Context: an optimization exercise on an open-source flow, tuned for small area. The choices shown serve that exercise and are no tape-out recipe. The RTL was checked by simulation tests, not by an equivalence proof against the original design. Power and IR drop assume default switching activity.

### run.sh
#!/bin/bash
# synth_recipe.tcl (not shown) runs the flow's synth.tcl, then flattens the netlist and writes it again
# the make line also repeats each setting of config.mk as NAME=value (left out here)
make -C /OpenROAD-flow-scripts/flow DESIGN_CONFIG=/design/flow/config.mk WORK_HOME=/design/flow/orfs CLKGATE_MAP_FILE= SYNTH_SCRIPT=/design/flow/synth_recipe.tcl finish
### config.mk
export PLATFORM = sky130hd
export DESIGN_NAME = servo_pwm_with_nibble_command_link_top
export DESIGN_NICKNAME = servo_pwm_with_nibble_command_link_top
export VERILOG_FILES = /design/flow/design.v
export SDC_FILE = /design/flow/constraint.sdc
export NUM_CORES = 4
export LEC_CHECK = 0
export CAP_MARGIN = 20
export CORE_MARGIN = 2
export CORE_UTILIZATION = 40
export SLEW_MARGIN = 20
### constraint.sdc
create_clock -name core_clock -period 12.0 [get_ports {clk}]
set_input_delay 2.4000 -clock core_clock [delete_from_list [all_inputs] [get_ports {clk}]]
set_output_delay 2.4000 -clock core_clock [all_outputs]
set_load 0.01 [all_outputs]
### design.v
package spwm_pkg;
    localparam int CNT_W   = 16;
    localparam int ANGLE_W = 8;
    localparam int NIB_W   = 4;
    localparam int PWM_W   = 3;
    localparam int CLAW_W  = 2;
    localparam int DB_W    = 7;
    localparam int STEP_W  = 7;
    localparam int DIV_W   = 4;
    localparam int REG_IDX_W = 3;
    localparam int PHASE_W = 2;
    localparam logic [REG_IDX_W-1:0] REG_PERIOD_TOP    = 3'd0;
    localparam logic [REG_IDX_W-1:0] REG_PULSE_OFFSET  = 3'd1;
    localparam logic [REG_IDX_W-1:0] REG_PULSE_LIMIT   = 3'd2;
    localparam logic [REG_IDX_W-1:0] REG_DEADBAND      = 3'd3;
    localparam logic [REG_IDX_W-1:0] REG_SLEW_STEP     = 3'd4;
    localparam logic [REG_IDX_W-1:0] REG_SLEW_INTERVAL = 3'd5;
    localparam logic [REG_IDX_W-1:0] REG_QUIET_LOW     = 3'd6;
    localparam logic [REG_IDX_W-1:0] REG_QUIET_HIGH    = 3'd7;
    localparam logic [CNT_W-1:0]  RST_PERIOD_TOP    = 16'd19999;
    localparam logic [CNT_W-1:0]  RST_PULSE_OFFSET  = 16'd400;
    localparam logic [CNT_W-1:0]  RST_PULSE_LIMIT   = 16'd2200;
    localparam logic [DB_W-1:0]   RST_DEADBAND      = 7'd7;
    localparam logic [STEP_W-1:0] RST_SLEW_STEP     = 7'd10;
    localparam logic [DIV_W-1:0]  RST_SLEW_INTERVAL = 4'd10;
    localparam logic [CNT_W-1:0]  RST_QUIET_LOW     = 16'd300;
    localparam logic [CNT_W-1:0]  RST_QUIET_HIGH    = 16'd2300;
    localparam logic [ANGLE_W-1:0] ANGLE_CENTER = 8'd90;
    localparam logic [ANGLE_W-1:0] ANGLE_ZERO   = 8'd0;
    localparam logic [ANGLE_W-1:0] TARGET_MAX   = 8'd180;
    localparam int                 PULSE_SCALE  = 10;
    localparam logic [NIB_W-1:0] NIB_STROBE  = 4'b1100;
    localparam logic [NIB_W-1:0] NIB_LOW     = 4'b0011;
    localparam logic [NIB_W-1:0] CAPTURE_RST = 4'b1111;
    localparam logic [PHASE_W-1:0] PH_YAW    = 2'd0;
    localparam logic [PHASE_W-1:0] PH_ROLL   = 2'd1;
    localparam logic [PHASE_W-1:0] PH_CLAW   = 2'd2;
    localparam logic [PHASE_W-1:0] PH_UNUSED = 2'd3;
    localparam logic [CLAW_W-1:0] CLAW_NONE  = 2'd0;
    localparam logic [CLAW_W-1:0] CLAW_OPEN  = 2'd1;
    localparam logic [CLAW_W-1:0] CLAW_CLOSE = 2'd2;
    localparam logic [CLAW_W-1:0] CLAW_EMPTY = 2'd3;
    typedef struct packed {
        logic [PWM_W-1:0]  pwm_levels;
        logic [CLAW_W-1:0] claw_event;
        logic              frame_error;
    } res_t;
endpackage
import spwm_pkg::*;
module servo_pwm_with_nibble_command_link_top #(
    parameter int SERVO_COUNT = 3
) (
    input  logic                              clk,
    input  logic                              rst_n,
    input  logic                              in_valid,
    output logic                              in_stall,
    input  logic [spwm_pkg::NIB_W-1:0]        port_nibble,
    output logic                              out_valid,
    input  logic                              out_stall,
    output logic [spwm_pkg::PWM_W-1:0]        pwm_levels,
    output logic [spwm_pkg::CLAW_W-1:0]       claw_event,
    output logic                              frame_error,
    input  logic                              cfg_valid,
    output logic                              cfg_ready,
    input  logic [spwm_pkg::REG_IDX_W-1:0]    cfg_index,
    input  logic [spwm_pkg::CNT_W-1:0]        cfg_data
);
    localparam int LANE_W = (SERVO_COUNT > PWM_W) ? SERVO_COUNT : PWM_W;
    localparam int WIDE_W = CNT_W + 1;
    localparam int SL_W   = ANGLE_W + 3;
    logic [CNT_W-1:0]  period_top_reg, pulse_offset_reg, pulse_limit_reg;
    logic [CNT_W-1:0]  quiet_low_reg, quiet_high_reg;
    logic [DB_W-1:0]   deadband_reg;
    logic [STEP_W-1:0] slew_step_reg;
    logic [DIV_W-1:0]  slew_interval_reg;
    logic [CNT_W-1:0]       count_reg, count_next;
    logic [DIV_W-1:0]       div_reg, div_next;
    logic [ANGLE_W-1:0]     angle_reg [SERVO_COUNT];
    logic [ANGLE_W-1:0]     angle_next [SERVO_COUNT];
    logic [ANGLE_W-1:0]     target_reg [SERVO_COUNT];
    logic [ANGLE_W-1:0]     target_next [SERVO_COUNT];
    logic [PHASE_W-1:0]     phase_reg, phase_next;
    logic [NIB_W-1:0]       capture_reg, capture_next;
    logic [SERVO_COUNT-1:0] pin_reg, pin_next;
    spwm_pkg::res_t out_reg;
    spwm_pkg::res_t skid_reg;
    spwm_pkg::res_t res_next;
    logic out_valid_reg, skid_valid_reg;
    logic              accept, take;
    logic              strobe, in_window, period_end, do_slew;
    logic [DIV_W-1:0]  div_inc;
    logic [LANE_W-1:0] nudge_up, nudge_dn, pin_pad;
    logic              err;
    logic [CLAW_W-1:0] claw;
    function automatic logic [ANGLE_W-1:0] slew_one(
        input logic [ANGLE_W-1:0] a,
        input logic [ANGLE_W-1:0] t,
        input logic [DB_W-1:0]    db,
        input logic [STEP_W-1:0]  st
    );
        logic signed [SL_W-1:0] a_s, t_lo, t_hi, st_s, a1, a2;
        logic [ANGLE_W-1:0]     r;
        a_s  = signed'(SL_W'(a));
        st_s = signed'(SL_W'(st));
        t_lo = signed'(SL_W'(t)) - signed'(SL_W'(db));
        t_hi = signed'(SL_W'(t)) + signed'(SL_W'(db));
        a1 = (a_s < t_lo) ? a_s + st_s : a_s;
        a2 = (a1 > t_hi) ? a1 - st_s : a1;
        if (a2 < 0)
        begin
            r = '0;
        end
        else if (a2 > signed'(SL_W'({ANGLE_W{1'b1}})))
        begin
            r = '1;
        end
        else
        begin
            r = a2[ANGLE_W-1:0];
        end
        slew_one = r;
    endfunction
    function automatic logic [ANGLE_W-1:0] nudge(
        input logic [ANGLE_W-1:0] t,
        input logic               up,
        input logic               dn
    );
        logic [ANGLE_W-1:0] r;
        r = t;
        if (up)
        begin
            r = (t >= TARGET_MAX) ? TARGET_MAX : t + 1'b1;
        end
        else if (dn)
        begin
            r = (t == ANGLE_ZERO) ? ANGLE_ZERO : t - 1'b1;
        end
        nudge = r;
    endfunction
    assign take      = out_valid_reg && !out_stall;
    assign accept    = in_valid && !in_stall;
    assign in_stall  = skid_valid_reg;
    assign cfg_ready = 1'b1;
    assign strobe     = (port_nibble & NIB_STROBE) == NIB_STROBE;
    assign in_window  = (count_reg >= quiet_low_reg) && (count_reg <= quiet_high_reg);
    assign period_end = count_reg >= period_top_reg;
    assign div_inc    = div_reg + 1'b1;
    assign do_slew    = period_end && (div_inc >= slew_interval_reg);
    always_comb
    begin
        phase_next   = phase_reg;
        capture_next = capture_reg;
        err          = 1'b0;
        claw         = CLAW_NONE;
        nudge_up     = '0;
        nudge_dn     = '0;
        if (!in_window)
        begin
            case (phase_reg)
                PH_YAW:
                begin
                    if (strobe)
                    begin
                        if ((port_nibble & NIB_LOW) == NIB_LOW)
                        begin
                            err = 1'b1;
                        end
                        else
                        begin
                            phase_next  = PH_ROLL;
                            nudge_up[0] = port_nibble[1];
                            nudge_dn[0] = !port_nibble[1] && port_nibble[0];
                        end
                    end
                end
                PH_ROLL:
                begin
                    if (!strobe)
                    begin
                        if ((port_nibble & NIB_LOW) == NIB_LOW)
                        begin
                            err          = 1'b1;
                            capture_next = CAPTURE_RST;
                            phase_next   = PH_YAW;
                        end
                        else
                        begin
                            capture_next = port_nibble;
                            phase_next   = PH_CLAW;
                            nudge_up[1]  = port_nibble[3];
                            nudge_dn[1]  = !port_nibble[3] && port_nibble[2];
                            nudge_up[2]  = port_nibble[1];
                            nudge_dn[2]  = !port_nibble[1] && port_nibble[0];
                        end
                    end
                end
                PH_CLAW:
                begin
                    if (strobe || ((port_nibble & NIB_LOW) != NIB_LOW))
                    begin
                        err        = 1'b1;
                        phase_next = PH_YAW;
                    end
                    else if (port_nibble != capture_reg)
                    begin
                        capture_next = CAPTURE_RST;
                        phase_next   = PH_YAW;
                        if (port_nibble[3])
                        begin
                            claw = CLAW_OPEN;
                        end
                        else if (port_nibble[2])
                        begin
                            claw = CLAW_CLOSE;
                        end
                        else
                        begin
                            claw = CLAW_EMPTY;
                        end
                    end
                end
                default:
                begin
                    phase_next = PH_YAW;
                end
            endcase
        end
    end
    always_comb
    begin
        logic [WIDE_W-1:0] w_raw;
        logic [CNT_W-1:0]  w_clip;
        pin_next = (count_reg == '0) ? '1 : pin_reg;
        for (int i = 0; i < SERVO_COUNT; i++)
        begin
            w_raw  = WIDE_W'(pulse_offset_reg) + WIDE_W'(angle_reg[i]) * WIDE_W'(PULSE_SCALE);
            w_clip = (w_raw > WIDE_W'(pulse_limit_reg)) ? pulse_limit_reg : w_raw[CNT_W-1:0];
            if (in_window && (count_reg >= w_clip))
            begin
                pin_next[i] = 1'b0;
            end
            target_next[i] = nudge(target_reg[i], nudge_up[i], nudge_dn[i]);
            angle_next[i]  = do_slew ?
                slew_one(angle_reg[i], target_next[i], deadband_reg, slew_step_reg) :
                angle_reg[i];
        end
        if (period_end)
        begin
            count_next = '0;
            div_next   = do_slew ? '0 : div_inc;
        end
        else
        begin
            count_next = count_reg + 1'b1;
            div_next   = div_reg;
        end
    end
    assign pin_pad              = LANE_W'(pin_next);
    assign res_next.pwm_levels  = pin_pad[PWM_W-1:0];
    assign res_next.claw_event  = claw;
    assign res_next.frame_error = err;
    always_ff @(posedge clk or negedge rst_n)
    begin
        if (!rst_n)
        begin
            period_top_reg    <= RST_PERIOD_TOP;
            pulse_offset_reg  <= RST_PULSE_OFFSET;
            pulse_limit_reg   <= RST_PULSE_LIMIT;
            deadband_reg      <= RST_DEADBAND;
            slew_step_reg     <= RST_SLEW_STEP;
            slew_interval_reg <= RST_SLEW_INTERVAL;
            quiet_low_reg     <= RST_QUIET_LOW;
            quiet_high_reg    <= RST_QUIET_HIGH;
        end
        else if (cfg_valid && cfg_ready)
        begin
            case (cfg_index)
                REG_PERIOD_TOP:    period_top_reg    <= cfg_data;
                REG_PULSE_OFFSET:  pulse_offset_reg  <= cfg_data;
                REG_PULSE_LIMIT:   pulse_limit_reg   <= cfg_data;
                REG_DEADBAND:      deadband_reg      <= cfg_data[DB_W-1:0];
                REG_SLEW_STEP:     slew_step_reg     <= cfg_data[STEP_W-1:0];
                REG_SLEW_INTERVAL: slew_interval_reg <= cfg_data[DIV_W-1:0];
                REG_QUIET_LOW:     quiet_low_reg     <= cfg_data;
                REG_QUIET_HIGH:    quiet_high_reg    <= cfg_data;
                default:           ;
            endcase
        end
    end
    always_ff @(posedge clk or negedge rst_n)
    begin
        if (!rst_n)
        begin
            count_reg   <= '0;
            div_reg     <= '0;
            phase_reg   <= PH_YAW;
            capture_reg <= CAPTURE_RST;
            pin_reg     <= '0;
            for (int i = 0; i < SERVO_COUNT; i++)
            begin
                angle_reg[i]  <= (i == 0) ? ANGLE_ZERO : ANGLE_CENTER;
                target_reg[i] <= ANGLE_CENTER;
            end
        end
        else if (accept)
        begin
            count_reg   <= count_next;
            div_reg     <= div_next;
            phase_reg   <= phase_next;
            capture_reg <= capture_next;
            pin_reg     <= pin_next;
            for (int i = 0; i < SERVO_COUNT; i++)
            begin
                angle_reg[i]  <= angle_next[i];
                target_reg[i] <= target_next[i];
            end
        end
    end
    always_ff @(posedge clk or negedge rst_n)
    begin
        if (!rst_n)
        begin
            out_valid_reg  <= 1'b0;
            skid_valid_reg <= 1'b0;
        end
        else if (skid_valid_reg)
        begin
            if (take)
            begin
                skid_valid_reg <= 1'b0;
            end
        end
        else if (accept)
        begin
            if (out_valid_reg && !take)
            begin
                skid_valid_reg <= 1'b1;
            end
            else
            begin
                out_valid_reg <= 1'b1;
            end
        end
        else if (take)
        begin
            out_valid_reg <= 1'b0;
        end
    end
    always_ff @(posedge clk)
    begin
        if (skid_valid_reg)
        begin
            if (take)
            begin
                out_reg <= skid_reg;
            end
        end
        else if (accept)
        begin
            if (out_valid_reg && !take)
            begin
                skid_reg <= res_next;
            end
            else
            begin
                out_reg <= res_next;
            end
        end
    end
    assign out_valid   = out_valid_reg;
    assign pwm_levels  = out_reg.pwm_levels;
    assign claw_event  = out_reg.claw_event;
    assign frame_error = out_reg.frame_error;
endmodule
==> run summary <==
## synthesized netlist by cell type (6+ instances only)
master	number	area, um2
o21a_1	27	202.7
and3_1	23	143.9
or2_2	7	43.79
a31oi_1	21	131.4
nor2b_1	45	281.5
nor3b_1	10	75.07
o211ai_1	12	90.09
nand4_1	30	187.7
a21o_1	69	518.0
a2111oi_0	8	70.07
nor4_1	19	118.9
nor3_1	49	245.2
nand2b_1	38	237.7
clkbuf_1	67	251.5
or3_1	6	37.54
o21bai_1	39	292.8
a211oi_1	13	97.59
a221oi_1	14	122.6
and2_1	16	100.1
fa_1	18	360.4
mux2i_1	46	460.4
xor2_1	33	289.0
mux2_2	81	912.1
dfstp_2	58	1524
buf_2	6	30.03
nor2_1	150	563.0
ha_1	360	4504
a22oi_1	11	82.58
nand2_1	188	705.7
o22ai_1	10	62.56
xnor2_1	91	797.0
a41oi_1	6	52.55
dfrtp_1	119	2978
inv_1	187	701.9
o31ai_1	16	120.1
a21oi_1	154	770.7
o21ai_0	150	750.7
edfxtp_1	12	360.4
a211o_1	7	61.31
and4_1	7	61.31
a32oi_1	8	70.07
a21boi_0	6	45.04
nand3_1	55	275.3
## through the flow
stage	instance area (um2)	hold WS [ps]	std cells
2_1_floorplan	20540	459.8	2372
3_3_place_gp	21620	481.7	3028
3_5_place_dp	21620	487.7	3028
4_1_cts	22270	507.0	3060
5_1_grt	22300	517.7	3062
6_report	22300	504.0	3062
## worst max-delay path: cells and delay by family
family                   cells  cell delay [ps]
multiplexers                 1              420
AO/OA/AOI/OAI               17             4280
AND/OR/NAND/NOR              7             1350
XOR/XNOR                     1              130
adder cells (fa/ha/maj)      4             1110
buffers and inverters        3              850
## power by group through the flow
stage / registers [uW] / clock network, uW / logic (uW)
detailed placement: 1090 / 0 / 4610
global placement: 1090 / 0 / 4520
floorplan: 974 / 0 / 3540
global route: 1120 / 681 / 5270
CTS: 1080 / 665 / 4650
finish: 1090 / 642 / 4710
## layout make-up
class | count | share of cell area [%]
repair buffers | 54 | 2.301
well taps | 680 | 3.816
flip-flops and latches | 189 | 21.80
inverters | 187 | 3.148
clock buffers | 17 | 1.908
multi-input cells | 1920 | 66.04
clock inverters | 15 | 0.9819
## routing by layer
metal,GRT usage [%],routed length (um),up-vias
met3,3.533,2780,85
met5,0,0,-
li1,-,-,8588
met1,33.46,30020,8409
met4,7.480,1548,0
met2,35.30,26030,427
## kinds of logic (layout without fill, tap and decap cells)
kind of cell / Yosys count / after routing / synth area share [%]
other: 1 / 1 / 0.01826
flip-flops: 189 / 189 / 23.67
buffers and inverters: 263 / 273 / 4.861
adder cells (fa/ha/maj): 378 / 378 / 23.68
XOR/XNOR: 124 / 124 / 5.287
multiplexers: 128 / 128 / 6.755
AO/OA/AOI/OAI: 626 / 626 / 19.85
AND/OR/NAND/NOR: 663 / 663 / 15.88
## worst paths after layout
check | to
worst max-delay path | angle_reg[0][0]$_DFFE_PN0P_
worst min-delay path | div_reg[3]$_DFFE_PN0P_
worst max register to register | angle_reg[0][0]$_DFFE_PN0P_
worst min register to register | div_reg[3]$_DFFE_PN0P_
max in group asynchronous | capture_reg[0]$_DFFE_PN1P_
min in group asynchronous | slew_interval_reg[2]$_DFFE_PN0P_
==> flow_metrics.tcl <==
set metrics [dict create \
    vias_per_cell 5.718 \
    syn_to_final_growth_pct 8.558 \
    hold-path-cell-count 2 \
    period_minus_slack_ps 10160 \
    drt_pass1_iterations 6 \
    gp_congestion 0.9413 \
    multi_input_area_um2 14730 \
    worstHoldPathType "register to register" \
    seqCellArea_um2 4862 \
    power_switching_share_pct 51.16 \
    pwr-share-seq_pct 16.9 \
    synth_area_um2 20540 \
    wl_per_cell_um 19.72 \
    worst_pin_slew_ps 1043 \
    syn_nets 2778 \
    ff2ff_setup_slack_ps 2820 \
    synth_area_per_cell_um2 8.660 \
    p_int_uw 3146 \
    grt_pass1_wl_um 96450 \
    rr_startpoint "count_reg[14]$_DFFE_PN0P_" \
    grt_max_degree 108 \
    synth-main-ff-cell "dfrtp_1" \
    holdCritStartpoint "div_reg[3]$_DFFE_PN0P_" \
    async_flop_share_pct 93.65 \
    synth_seq_cells 189 \
    start_util_pct 40.28 \
    status "complete, no violations" \
    numCtsBuffers 17 \
    drt-initial-drc-count 1430 \
    post-cts-setup-buffer-count 0 \
    startpoint "port_nibble[0]" \
    clock-sinks 189 \
    reg2regPathDepth 36 \
    diodes 0 \
    io_buffers 35 \
    maxSlewHeadroom_pct 30.43 \
    power.switching_uw 3295 \
    fmax_mhz 98.43 \
    cts_tree "done" \
    clkTransAtPathRegs_ps 80 \
    num_io_pins 37 \
    worstSetupPathType "primary input to register" \
    root_buffer "clkbuf_16" \
    antenna_found_initial 0 \
    dieArea_um2 53180 \
    ant_nets 0 \
    setup-violations-final 0 \
    setup_slack_ps 1841 \
    leakagePower_uw 0.01041 \
    power.density_nw_per_um2 288.9 \
    via_count 17509 \
    worstSetupEndpointType "register" \
    period_share_pct 84.66 \
    fin_total_pwr_uw 6442 \
    rows 83 \
    hpwl_um 47120 \
    yosys_warnings 5 \
    postLayoutCoreUtil_pct 43.73 \
    overflow 0 \
    crit_fanout 11 \
    irDropWorstVdd_uv 176.1 \
    final_common_cell "ha_1" \
    drive_above_1_share_pct 9.698 \
    setup_tns_ps 0 \
    die_y_um 230.6 \
    htree_levels 4 \
    mostFrequentLayoutCells "ha_1 (360), nand2_1 (188), inv_1 (187)" \
    rsz0062_at_grt "false" \
    nNetsFinal 2775 \
    wl_um 60390 \
    synth_edf_count 12 \
    crit_path_start_kind "primary input" \
    dpl_worst_slack_ps 1480 \
    core_um2 50990 \
    skew_ps 23.81 \
    critical_path.most_common_cell "o21ai_0" \
    clock_power_share_pct 10.0 \
    drv_slew 0 \
    synthCells 2372 \
    cpMaxStageDelayCell "o31ai_1" \
    worst_ep_arrival_time_ps 10510 \
    grt_usage_pct 23.18 \
    cts-hold-fix-buffers 0 \
    hold_viol 0 \
    die_w_um 230.6 \
    combPwrFrac_pct 73.2 \
    cts.path.max_buffers 2 \
    worstPathRequired_ps 12350 \
    critPathMaxStageDelay_ps 710 \
    ys_seq_area_share_pct 23.67 \
    synth_cell_type_count 89 \
    grt_pass1_vias 16877 \
    drcViolationCount 0 \
    fill_cells 4940 \
    cts-resized-gates 0 \
    maxCapViolations 0 \
    clkLatencyLatePin_ps 520 \
]

-- afterwards: timing with drivers on the ports --
The results above use ideal ports. As a check the final layout listed here was re-extracted and re-timed, cells and wires unchanged. Step 1: set_driving_cell puts a clkbuf_16 on clk and a buf_2 on each other input, an assumption about the parent block. Step 2 also shifts input and output timing later by t, the mid clock arrival at the registers, as if the neighbouring blocks saw the same clock. Slacks: no drivers / after step 1 / after step 2; pairs: no drivers / after step 1.
t, ns: 0.562
setup slack, ns: 1.841 / 1.874 / 1.312
latest minus earliest clock arrival (ns): 0.024 / 0.024
After both steps setup and hold are still met in this run. For this run, drivers alone change the setup slack by +0.033 ns; drivers and shift together by -0.529 ns.
